Background: an optimization exercise with open tools, aiming at a short achievable clock period and few clock cycles. Do not read the settings as production practice.
Only simulation tests tie the RTL to the original design; equivalence was not proved.
No activity file was given, so power comes from the tool's default toggle rates.

**design/flow/constraint.sdc**
```tcl
create_clock -name core_clock -period 5.5 [get_ports {Clk}]
set_input_delay 1.1000 -clock core_clock [delete_from_list [all_inputs] [get_ports {Clk}]]
set_output_delay 1.1000 -clock core_clock [all_outputs]
set_load 0.01 [all_outputs]
```
**design/flow/run.sh**
```bash
#!/bin/bash
# synth_recipe.tcl (not shown) runs the flow's synth.tcl, then flattens the netlist and writes it again
# the make line also repeats each setting of config.mk as NAME=value (left out here)
make -C /OpenROAD-flow-scripts/flow DESIGN_CONFIG=/design/flow/config.mk WORK_HOME=/design/flow/orfs CLKGATE_MAP_FILE= SYNTH_SCRIPT=/design/flow/synth_recipe.tcl finish
```
**design/flow/config.mk**
```make
export PLATFORM = sky130hd
export DESIGN_NAME = memmap_nbank
export DESIGN_NICKNAME = memmap_nbank
export VERILOG_FILES = /design/flow/design.v
export SDC_FILE = /design/flow/constraint.sdc
export NUM_CORES = 4
export LEC_CHECK = 0
export CAP_MARGIN = 20
export CORE_MARGIN = 2
export CORE_UTILIZATION = 40
export SLEW_MARGIN = 20
```
**design/flow/design.v**
```verilog
package memmap_pkg;
  localparam int C_SLOT_W = 3;
  typedef logic [C_SLOT_W-1:0] slot_t;
  typedef enum logic [1:0] {
    RD_IDLE  = 2'd0,
    RD_PEND  = 2'd1,
    RD_ISSUE = 2'd2,
    RD_RET   = 2'd3
  } rd_state_t;
  function automatic logic slot_mapped(input slot_t slot, input integer nbanks);
    slot_mapped = ({{(32-C_SLOT_W){1'b0}}, slot} < nbanks);
  endfunction
endpackage
module cheby_dpssram #(
  parameter int g_data_width = 16,
  parameter int g_addr_width = 6
) (
  input  logic                    clk_i,
  input  logic [g_addr_width-1:0] addr_a_i,
  input  logic [g_data_width-1:0] data_a_i,
  input  logic                    rd_a_i,
  input  logic                    wr_a_i,
  output logic [g_data_width-1:0] data_a_o,
  input  logic [g_addr_width-1:0] addr_b_i,
  input  logic                    rd_b_i,
  output logic [g_data_width-1:0] data_b_o
);
  logic [g_data_width-1:0] mem_q [2**g_addr_width];
  logic [g_data_width-1:0] data_a_q, data_a_d;
  logic [g_data_width-1:0] data_b_q, data_b_d;
  always_comb begin
    data_a_d = rd_a_i ? mem_q[addr_a_i] : data_a_q;
    data_b_d = rd_b_i ? mem_q[addr_b_i] : data_b_q;
  end
  always_ff @(posedge clk_i) begin
    if (wr_a_i) mem_q[addr_a_i] <= data_a_i;
    data_a_q <= data_a_d;
    data_b_q <= data_b_d;
  end
  assign data_a_o = data_a_q;
  assign data_b_o = data_b_q;
endmodule
module memmap_bank #(
  parameter int G_DATA_WIDTH = 16,
  parameter int G_BANK_AW    = 6
) (
  input  logic                    Clk,
  input  logic                    rst_n,
  input  logic [G_BANK_AW-1:0]    addr_a_i,
  input  logic [G_DATA_WIDTH-1:0] dat_a_i,
  input  logic                    rd_a_i,
  input  logic                    wr_a_i,
  output logic [G_DATA_WIDTH-1:0] dat_a_o,
  output logic                    rack_o,
  input  logic [G_BANK_AW-1:0]    addr_b_i,
  input  logic                    rd_b_i,
  output logic [G_DATA_WIDTH-1:0] dat_b_o
);
  logic rack_q, rack_d;
  cheby_dpssram #(
    .g_data_width(G_DATA_WIDTH),
    .g_addr_width(G_BANK_AW)
  ) u_ram (
    .clk_i   (Clk),
    .addr_a_i(addr_a_i),
    .data_a_i(dat_a_i),
    .rd_a_i  (rd_a_i),
    .wr_a_i  (wr_a_i),
    .data_a_o(dat_a_o),
    .addr_b_i(addr_b_i),
    .rd_b_i  (rd_b_i),
    .data_b_o(dat_b_o)
  );
  always_comb rack_d = rd_a_i;
  always_ff @(posedge Clk or negedge rst_n) begin
    if (!rst_n) rack_q <= 1'b0;
    else        rack_q <= rack_d;
  end
  assign rack_o = rack_q;
endmodule
module memmap_nbank #(
  parameter int G_NBANKS     = 2,
  parameter int G_DATA_WIDTH = 16,
  parameter int G_BANK_AW    = 6
) (
  input  logic                             Clk,
  input  logic                             rst_n,
  input  logic [G_BANK_AW+4:2]             VMEAddr,
  input  logic [31:0]                      VMEWrData,
  input  logic                             VMERdMem,
  input  logic                             VMEWrMem,
  output logic [31:0]                      VMERdData,
  output logic                             VMERdDone,
  output logic                             VMEWrDone,
  output logic                             VMEErr,
  input  logic [G_NBANKS*G_BANK_AW-1:0]    bank_adr_i,
  input  logic [G_NBANKS-1:0]              bank_rd_i,
  output logic [G_NBANKS*G_DATA_WIDTH-1:0] bank_dat_o
);
  logic                    wr_req_d0_q, wr_req_d0_d;
  logic [G_BANK_AW+4:2]    wr_adr_q, wr_adr_d;
  logic [G_DATA_WIDTH-1:0] wr_dat_q, wr_dat_d;
  memmap_pkg::rd_state_t               rd_state_q, rd_state_d;
  logic [G_BANK_AW+4:2]    rd_adr_q, rd_adr_d;
  logic [31:0]             rd_data_q, rd_data_d;
  logic                    rd_done_q, rd_done_d;
  memmap_pkg::slot_t                   wr_slot, rd_slot, pa_slot;
  logic [G_BANK_AW+4:2]    issue_adr, pa_adr;
  logic [G_BANK_AW-1:0]    pa_word;
  logic                    rd_issue;
  logic                    idle;
  logic [G_DATA_WIDTH-1:0] rd_mux;
  logic [G_DATA_WIDTH-1:0] bank_dat_a [G_NBANKS];
  logic [G_NBANKS-1:0]     bank_rack;
  logic                    unused_wr_hi;
  assign unused_wr_hi = ^VMEWrData;
  always_comb begin
    idle      = (rd_state_q == memmap_pkg::RD_IDLE);
    wr_slot   = wr_adr_q[G_BANK_AW+4:G_BANK_AW+2];
    rd_slot   = rd_adr_q[G_BANK_AW+4:G_BANK_AW+2];
    issue_adr = (rd_state_q == memmap_pkg::RD_PEND) ? rd_adr_q : VMEAddr;
    rd_issue  = ((idle && VMERdMem) || (rd_state_q == memmap_pkg::RD_PEND)) && !wr_req_d0_q;
    pa_adr    = wr_req_d0_q ? wr_adr_q : issue_adr;
    pa_slot   = pa_adr[G_BANK_AW+4:G_BANK_AW+2];
    pa_word   = pa_adr[G_BANK_AW+1:2];
  end
  always_comb begin
    wr_req_d0_d = VMEWrMem && idle;
    wr_adr_d    = wr_req_d0_d ? VMEAddr : wr_adr_q;
    wr_dat_d    = wr_req_d0_d ? VMEWrData[G_DATA_WIDTH-1:0] : wr_dat_q;
  end
  always_comb begin
    rd_state_d = rd_state_q;
    rd_adr_d   = rd_adr_q;
    case (rd_state_q)
      memmap_pkg::RD_IDLE: if (VMERdMem) begin
        rd_adr_d   = VMEAddr;
        rd_state_d = wr_req_d0_q ? memmap_pkg::RD_PEND : memmap_pkg::RD_ISSUE;
      end
      memmap_pkg::RD_PEND:  if (!wr_req_d0_q) rd_state_d = memmap_pkg::RD_ISSUE;
      memmap_pkg::RD_ISSUE: rd_state_d = memmap_pkg::RD_RET;
      default:  rd_state_d = memmap_pkg::RD_IDLE;
    endcase
  end
  always_comb begin
    rd_mux = '0;
    for (int k = 0; k < G_NBANKS; k++)
      if (bank_rack[k]) rd_mux = rd_mux | bank_dat_a[k];
    rd_done_d = (rd_state_q == memmap_pkg::RD_ISSUE);
    rd_data_d = rd_done_d ? {{(32-G_DATA_WIDTH){1'b0}}, rd_mux} : 32'd0;
  end
  always_ff @(posedge Clk or negedge rst_n) begin
    if (!rst_n) begin
      wr_req_d0_q <= 1'b0;
      wr_adr_q    <= '0;
      wr_dat_q    <= '0;
      rd_state_q  <= memmap_pkg::RD_IDLE;
      rd_adr_q    <= '0;
      rd_data_q   <= '0;
      rd_done_q   <= 1'b0;
    end else begin
      wr_req_d0_q <= wr_req_d0_d;
      wr_adr_q    <= wr_adr_d;
      wr_dat_q    <= wr_dat_d;
      rd_state_q  <= rd_state_d;
      rd_adr_q    <= rd_adr_d;
      rd_data_q   <= rd_data_d;
      rd_done_q   <= rd_done_d;
    end
  end
  for (genvar k = 0; k < G_NBANKS; k++) begin : g_bank
    memmap_bank #(
      .G_DATA_WIDTH(G_DATA_WIDTH),
      .G_BANK_AW   (G_BANK_AW)
    ) u_bank (
      .Clk     (Clk),
      .rst_n   (rst_n),
      .addr_a_i(pa_word),
      .dat_a_i (wr_dat_q),
      .rd_a_i  (rd_issue && ({{(32-memmap_pkg::C_SLOT_W){1'b0}}, pa_slot} == k)),
      .wr_a_i  (wr_req_d0_q && ({{(32-memmap_pkg::C_SLOT_W){1'b0}}, wr_slot} == k)),
      .dat_a_o (bank_dat_a[k]),
      .rack_o  (bank_rack[k]),
      .addr_b_i(bank_adr_i[k*G_BANK_AW +: G_BANK_AW]),
      .rd_b_i  (bank_rd_i[k]),
      .dat_b_o (bank_dat_o[k*G_DATA_WIDTH +: G_DATA_WIDTH])
    );
  end
  assign VMERdData = rd_data_q;
  assign VMERdDone = rd_done_q;
  assign VMEWrDone = wr_req_d0_q;
  logic rd_err_q, rd_err_d;
  always_comb rd_err_d = (rd_state_q == memmap_pkg::RD_ISSUE) && !memmap_pkg::slot_mapped(rd_slot, G_NBANKS);
  always_ff @(posedge Clk or negedge rst_n) begin
    if (!rst_n) rd_err_q <= 1'b0;
    else        rd_err_q <= rd_err_d;
  end
  assign VMEErr = rd_err_q | (wr_req_d0_q && !memmap_pkg::slot_mapped(wr_slot, G_NBANKS));
endmodule
```
==> results.txt <==
## per-stage QoR
stage | util | std cells | hold slack [ns]
floorplan | - | 5585 | 0.470
global placement | 0.434 | 8905 | 0.486
detailed placement | 0.434 | 8905 | 0.492
CTS | 0.465 | 9315 | 0.323
global route | 0.465 | 9319 | 0.305
finish | 0.465 | 9336 | 0.229
## cell usage after synthesis, drive strengths merged (13+ instances only)
cell and number:
a221oi 17, inv 14, mux2i 235, a31oi 92, clkbuf 153, o22ai 29, nand3 101, a41o 13
nand4 32, nand2 296, mux4 712, a22oi 371, o2bb2ai 61, edfxtp 2112, nor2 157, o22a 38
mux2 179, a21oi 119, nor2b 17, a32oi 42, buf 314, and3 25, nor3 22, o21ai 59
o211ai 74, dfrtp 57, a211oi 31, a2111oi 14, a41oi 16, a22o 45
## report_power, final
part / leakage [uW] / internal, uW / switching (uW)
clock network: 0.00368 / 9170 / 6650
registers: 0.0197 / 21000 / 1420
logic: 0.0130 / 5740 / 13100
total: 0.0364 / 35900 / 21200
## state kept, by name (all words and copies together), names as in the netlist
register                      flops
rd_data_q                        16
wr_dat_q                         16
rd_done_q                         1
g_bank.u_bank.u_ram.mem_q      2048
rd_state_q                        2
wr_adr_q                          9
g_bank.u_bank.u_ram.data_a_q     32
wr_req_d0_q                       1
rd_adr_q                          9
rd_err_q                          1
g_bank.u_bank.u_ram.data_b_q     32
g_bank.u_bank.rack_q              2
## cells in the final DEF (no fill, tap or decap), drive strengths merged, types with 29 or more instances in the layout
cell type	n
clkdlybuf4s50	83
o22a	38
nor2	157
mux2i	235
a211oi	31
a21oi	119
bufinv	34
clkinv	89
nand4	32
nand2	296
a22oi	371
o22ai	29
a31oi	92
o2bb2ai	61
edfxtp	2112
o211ai	74
clkbuf	268
nand3	101
mux2	179
dfrtp	57
o21ai	59
a22o	45
a32oi	42
mux4	712
buf	485
## critical path, delay by kind of cell, from the launching register on
kind,cells,cell delay [ns]
buf+inv,4,0.96
mux,1,0.46
compound gates,3,0.96
fa+ha+maj,1,0.85
simple gates,3,1.42
flops,1,0.40
## layer usage
metal / track usage / up-vias / wire, um
li1: - / 24366 / -
met1: 0.388 / 33411 / 133000
met2: 0.422 / 5141 / 161000
met3: 0.0859 / 926 / 50800
met4: 0.151 / 28 / 21800
met5: 0 / - / 168
## cells by family (layout without fill, tap and decap cells)
group	count (synthesis)	after routing	share of synthesized area
flip-flops	2169	2169	0.655
multiplexers	1126	1126	0.206
AO/OA/AOI/OAI	1096	1096	0.0819
AND/OR/NAND/NOR	692	692	0.0317
buffers and inverters	482	993	0.0241
adder cells (fa/ha/maj)	4	4	0.000506
other	1	36	0.0000379
## worst max path at each step
stage / end / cells past startpoint
floorplan: g_bank[0].u_bank.u_ram.mem_q[17][0] / 9
global placement: g_bank[1].u_bank.u_ram.data_a_q[13] / 12
detailed placement: g_bank[1].u_bank.u_ram.data_a_q[13] / 11
global route: g_bank[1].u_bank.u_ram.data_a_q[13] / 12
CTS: g_bank[1].u_bank.u_ram.data_a_q[13] / 12
finish: g_bank[1].u_bank.u_ram.data_a_q[13] / 12
## cell type report
class / instances / area share
Sequential cell: 2169 / 0.567
Multi-Input combinational cell: 2934 / 0.283
Clock buffer: 268 / 0.0510
Timing Repair Buffer: 568 / 0.0473
Tap cell: 3220 / 0.0352
Clock inverter: 142 / 0.0156
Inverter: 15 / 0.000492
Antenna cell: 20 / 0.000437
==> out/qor.tcl <==
set qor(run_status) {finished clean}
set qor(timing.hold.worst.class) {in2async}
set qor(final.min_clock_period_ns) 5.38
set qor(global_route.usage.total) 0.288
set qor(timing.critical_path.from) {rd_state_q[1]}
set qor(r2r_slack_ns) 0.12
set qor(antenna_found_initial) 41
set qor(slew_viol_final) 0
set qor(fp-row-count) 182
set qor(fillerInstances) 20560
set qor(num-nets-final) 5970
set qor(stdcell_area_mm2) 0.114
set qor(path_cells) {inv_1 -> ha_1 -> mux2_2 -> o21ai_4 -> nor3_2 -> buf_12 -> buf_4 -> a22o_1 -> nor3_1 -> buf_4 -> o2111ai_1 -> or4_1}
set qor(final_hold_viol_count) 0
set qor(crit_type) {reg2reg}
set qor(critPathLaunchType) {flop}
set qor(post_synth_num_cell_types) 77
set qor(vdd_ir_drop_max_mv) 0.542
set qor(totalPowerFinal_uw) 57100
set qor(pwr_density_cell_mw_per_mm2) 499
set qor(cts.root.buffer_cell) {clkbuf_16}
set qor(total_leakage_power_uw) 0.0364
set qor(critPathMostFrequentCell) {buf_4}
set qor(cp.arrival_ns) 6.03
set qor(clock_insertion_delay_worst_skew_ns) 0.92
set qor(area_taken_by_multi_input_logic_gates_mm2) 0.0323
set qor(fmax_mhz) 186
set qor(seq_area_mm2) 0.0649
set qor(tritoncts) {done}
set qor(crit_path_max_fanout) 48
set qor(vias) 63872
set qor(setup.worst_path.end_class) {flop}
set qor(synth.top_cell.area_share) 0.641
set qor(post_cts_buffers) 0
set qor(setup_ws_final_ns) 0.123
set qor(num_io_pins) 126
set qor(max-cap-violations) 0
set qor(timing.slew.headroom) 0.211
set qor(fin_crit_sh) 0.978
set qor(skew_ns) 0.0502
set qor(worst_setup_hold_path_clk_slew_ns) 0.06
set qor(grt_pass1_vias) 61167
set qor(timing.setup.tns_ns) 0
set qor(grt_overflow_total) 0
set qor(core_area_mm2) 0.246
set qor(placedInstanceArea_mm2) 0.107
set qor(critical_path.reg2reg.startpoint) {rd_state_q[1]}
set qor(critical_path.reg2reg.endpoint) {g_bank[1].u_bank.u_ram.data_a_q[13]}
set qor(critical-path-slowest-cell) {ha_1}
set qor(synth.ff_latch_count) 2169
set qor(async_flop_share) 0.0263
set qor(vias_per_cell) 6.84
set qor(drt_iter0_drc) 10320
set qor(gp_congestion) 0.973
set qor(dp_hpwl_um) 236000
set qor(synthesis.instances) 5570
set qor(hold_buffer_count_at_cts) 0
set qor(drive_gt1_frac) 0.314
set qor(die-width_um) 501
set qor(floorplan.initialDensity) 0.402
set qor(cts_max_path_buffers) 3
set qor(synth_seq_area_share) 0.655
set qor(reg2regPathDepth) 12
set qor(synth_enable_flop_cells) 2112
set qor(h_tree_level_count) 4
set qor(design.die.area_mm2) 0.251
set qor(postRouteAntennaNets) 0
set qor(post_synth_main_area_contributors) {edfxtp_1, mux4_2, a22oi_1, mux2i_1, mux2_2}
set qor(yosysWarnings) 4
set qor(cts_made_buffers) 219
set qor(critical_path_required_ns) 6.15
set qor(ys_dominant_reg_cell) {edfxtp_1}
set qor(drc) 0
set qor(drt-total-wl_um) 367000
set qor(rsz_0062_raised_after_global_routing) {false}
set qor(post_cts_resized) 0
set qor(synthesis.area_per_instance_um2) 17.8
set qor(timing.critical_path.slowest_cell_delay_ns) 0.85
set qor(finalSetupViolCount) 0
set qor(grt_max_degree) 106
set qor(post-place-ws_ns) 0.169
set qor(die_h_um) 501
set qor(route.detailed.wl_per_inst_um) 39.3
set qor(clkSinkCount) 2169
set qor(wire_length_of_the_first_global_routing_pass_um) 502000
set qor(io_buffers) 93
set qor(worst-slew-pin-transition_ns) 1.18
set qor(synth_top_cell_by_area) {edfxtp_1}
set qor(syn_area_mm2) 0.0989
set qor(first_pass_iters) 8
set qor(areaGrowthSynthToFinish_pct) 15.6
Testbench counts, summed over its fixed seeds: cycles 40,112.

-- separate check: timing with driven ports --
In the flow no input, the clock included, has a driving cell. The finished layout below was timed again as built, in two steps. Step 1, drivers: a clkbuf_16 drives Clk and a buf_2 each remaining input, both assumed. Step 2 also shifts input and output timing later by t, the mid clock arrival at the registers, as if the neighbouring blocks saw the same clock. a / b / c = ideal / step 1 / step 2; a / b = the first two.
t (ns): 0.982
setup WS [ns]: 0.123 / 0.123 / -0.165
worst hold slack (ns): 0.229 / 0.180 / 0.509
With both steps, setup timing fails in this run, where it was met with ideal ports. The setup slack of this run moves by 0.000 ns with the drivers and by -0.288 ns with both steps.
